This is an optimization exercise on Yosys and OpenROAD, whose aim is small area, a short achievable clock period and few clock cycles, not a production implementation.
At most, simulation tests tie the RTL to the original design; equivalence was not proved.
Power figures rest on the tool's default switching activity, not on a simulated workload.

## bounded_fifo_with_remove_by_value
module bounded_fifo_with_remove_by_value #(
  parameter int unsigned DEPTH      = DEPTH_DEF,
  parameter int unsigned DATA_WIDTH = DATA_WIDTH_DEF
) (
  input  logic               clk_i,
  input  logic               rst_ni,
  input  logic               cfg_we_i,
  input  logic [LIMIT_W-1:0] cfg_wdata_i,
  input  logic               in_valid_i,
  output logic               in_stall_o,
  input  logic [MODE_W+VALUE_W-1:0]          in_word_i,
  output logic               out_valid_o,
  input  logic               out_stall_i,
  output logic [STATUS_W+VALUE_W+OCC_W-1:0] out_word_o
);
  localparam int unsigned CNT_W = $clog2(DEPTH + 1);
  localparam int unsigned CMP_W = (CNT_W > LIMIT_W) ? CNT_W : LIMIT_W;
  localparam int unsigned RSP_W = STATUS_W + VALUE_W + OCC_W;
  logic [MODE_W-1:0]     mode0;
  logic [DATA_WIDTH-1:0] val0;
  logic                  v1_q;
  logic [MODE_W-1:0]     mode1_q;
  logic [DATA_WIDTH-1:0] val1_q;
  logic [DEPTH-1:0]      m1_q;
  logic                  r1_free;
  logic                  stall_q;
  logic [DEPTH-1:0]      vld_q, vld_d;
  logic [CNT_W-1:0]      cnt_q, cnt_d;
  logic [LIMIT_W-1:0]    limit_q;
  logic                  room_q, room_d;    
  logic                  any_q, any_d;      
  logic [DATA_WIDTH-1:0] cell_data [DEPTH];
  logic [DEPTH-1:0]      cell_eq;
  logic [DEPTH-1:0]      below_full;        
  logic [DEPTH-1:0]      shift_en;
  logic [DEPTH-1:0]      m_next;
  logic                  eq01;
  logic                  fire;
  logic                  is_push, is_pop, is_remove;
  logic                  push_ok, dec;
  logic [DEPTH-1:0]      old_q, old_d;      
  logic [DEPTH-1:0]      next_old;          
  logic [DEPTH-1:0]      hit_oh, hit_vec, clr;
  logic                  found;
  logic                  room_inc, room_dec;
  logic [STATUS_W-1:0]   res_status;
  logic [VALUE_W-1:0]    res_value;
  logic [RSP_W-1:0]      res;
  logic                  ov_q, sv_q, sv_d;
  logic [RSP_W-1:0]      ow_q, sw_q;
  logic                  deliver;
  assign r1_free    = ~stall_q;
  assign in_stall_o = stall_q;
  ...
For scale: roughly 2400 cells after synthesis, about 690 flip-flops, about 32000 µm² of cells after synthesis.
Settings: LEC_CHECK=0, CAP_MARGIN=20, CORE_MARGIN=2, CORE_UTILIZATION=40, SETUP_SLACK_MARGIN=2.6, SLEW_MARGIN=20, TNS_END_PERCENT=0; clock period 5.0 ns.
run.sh (not shown) runs the stock make flow with config.mk's settings and CLKGATE_MAP_FILE= SYNTH_SCRIPT=/design/flow/synth_recipe.tcl, a recipe that flattens the netlist after the stock synthesis.
==> next run, changes <==
Settings changed: TNS_END_PERCENT 0 to unset.
Effect:
- total power barely changes
- via count increases by 4.8%
- area after synthesis stays the same
- global-route usage rises by 0.41 points
- non-clock buffer count increases by 92
- worst hold slack got worse by 0.0037 ns
- wire length increases by about 4.7%
- cell area went up by 6.3%
- first-iteration DRC count climbs by about 18%
- setup slack degrades by 0.054 ns
- core utilization went up by 3.0 points
Function was not checked in any run of this note: the RTL went through the layout flow alone.

run A:
bounded_fifo_with_remove_by_value, a different RTL version from the one above (not shown whole).
Size: about 2,300 cells after synthesis, about 690 flip-flops, roughly 85 I/O pins.
clock: 5.0 ns
lec_check: 0
cap_margin: 20
core_margin: 2
core_utilization: 40
setup_slack_margin: 2.8
slew_margin: 20
tns_end_percent: 0
standard.sh (not shown) runs the stock make flow with config.mk's settings and CLKGATE_MAP_FILE= SYNTH_SCRIPT=/design/flow/synth_recipe.tcl, a recipe that flattens the netlist after the stock synthesis.
==> flow/flow/run.sh <==
#!/bin/bash
set -euo pipefail
export BUFFER_PORTS_ARGS="-buffer_cell sky130_fd_sc_hd__buf_2"
bash standard.sh > standard_flow.log 2>&1
Testbench counts of run A, summed over its fixed seeds: cycles 12,016.
diff inputs: run A => run B
# run A
export LEC_CHECK = 0
export CAP_MARGIN = 20
export CORE_MARGIN = 2
export CORE_UTILIZATION = 40
export SETUP_SLACK_MARGIN = 2.8
export SLEW_MARGIN = 20
export TNS_END_PERCENT = 0
create_clock -name core_clock -period 5.0 [get_ports {clk_i}]
# run B
export LEC_CHECK = 0
export CAP_MARGIN = 10
export CORE_MARGIN = 2
export CORE_UTILIZATION = 40
export CTS_CLUSTER_DIAMETER = 80
export CTS_CLUSTER_SIZE = 22
export PLACE_DENSITY = 0.8
export SETUP_SLACK_MARGIN = 3.0
export SLEW_MARGIN = 10
export TNS_END_PERCENT = 0
create_clock -name core_clock -period 5.0 [get_ports {clk_i}]
Results
Finished layout cell area was lower in the run labelled run B. Compare run A and run B | clock network fraction of design power lower: run B. Row worst setup slack after layout: run B higher / run A lower. Run A has a higher sequential power than run B. Going from run A to run B, number of placed instances with taps included climbed 16; post-cts resize count climbed about 33%; logic depth of the worst setup path including buffers climbed 1. Lower number of clock-tree buffers in the layout among run A and run B: run B. Comparing the two runs side by side, run B comes out ahead of run A on total wire length. Summary: with run A as the reference, number of clock buffers inserted by TritonCTS in run B moved down by more than a quarter. The higher overall power came out of run A.
## Diff of input files: run C against run B
# run B
export LEC_CHECK = 0
export CAP_MARGIN = 10
export CORE_MARGIN = 2
export CORE_UTILIZATION = 40
export CTS_CLUSTER_DIAMETER = 80
export CTS_CLUSTER_SIZE = 22
export PLACE_DENSITY = 0.8
export SETUP_SLACK_MARGIN = 3.0
export SLEW_MARGIN = 10
export TNS_END_PERCENT = 0
create_clock -name core_clock -period 5.0 [get_ports {clk_i}]
# run C
export LEC_CHECK = 0
export CAP_MARGIN = 20
export CORE_MARGIN = 2
export CORE_UTILIZATION = 40
export CTS_CLUSTER_DIAMETER = 80
export CTS_CLUSTER_SIZE = 22
export PLACE_DENSITY = 0.8
export SETUP_SLACK_MARGIN = 3.0
export SLEW_MARGIN = 20
export TNS_END_PERCENT = 0
create_clock -name core_clock -period 5.0 [get_ports {clk_i}]
==> flow/flow/run.sh <==
#!/bin/bash
set -euo pipefail
export BUFFER_PORTS_ARGS="-buffer_cell sky130_fd_sc_hd__buf_4"
bash standard.sh > standard_flow.log 2>&1
Results
- Run C: flow completed, timing, DRC and antenna clean
- From run B to run C the numbers moved as follows: area fraction in and, or, nand and nor cells after synthesis roughly the same; overall die area roughly the same; quantity of hold-fixing buffers added after cts roughly the same; number of nets produced by synthesis roughly the same; residual DRC count roughly the same.

## re-timing with driven ports
No port has a modelled driver above. Below, the same layouts with a new extraction and two added sets of constraints. Step 1 assumes that a clkbuf_16 drives the clock port and a buf_2 every other input. Step 2, shift: input delay + t, output delay - t, t = (earliest + latest rising clock arrival at the registers) / 2. This alone moves slack from input paths to output paths. Three values: ideal ports, drivers, drivers and shift; two values: the first two.
| run | t (ns) | setup WS [ns] | clock arrival spread, ns |
|---|---|---|---|
| the first run of note 1 | 0.703 | 1.989 / 2.029 / 1.336 | 0.022 / 0.022 |
| the second run of note 1 | 0.694 | 1.935 / 1.935 / 1.749 | 0.030 / 0.030 |
| run A | 0.705 | 2.451 / 2.451 / 1.792 | 0.043 / 0.042 |
| run B | 0.680 | 2.589 / 2.589 / 1.935 | 0.025 / 0.025 |
| run C | 0.669 | 2.352 / 2.376 / 1.708 | 0.029 / 0.029 |
After both steps every run listed still meets setup and hold. The setup slack of run A, which loses most, moves by 0.000 ns with the drivers and by -0.659 ns with both steps.
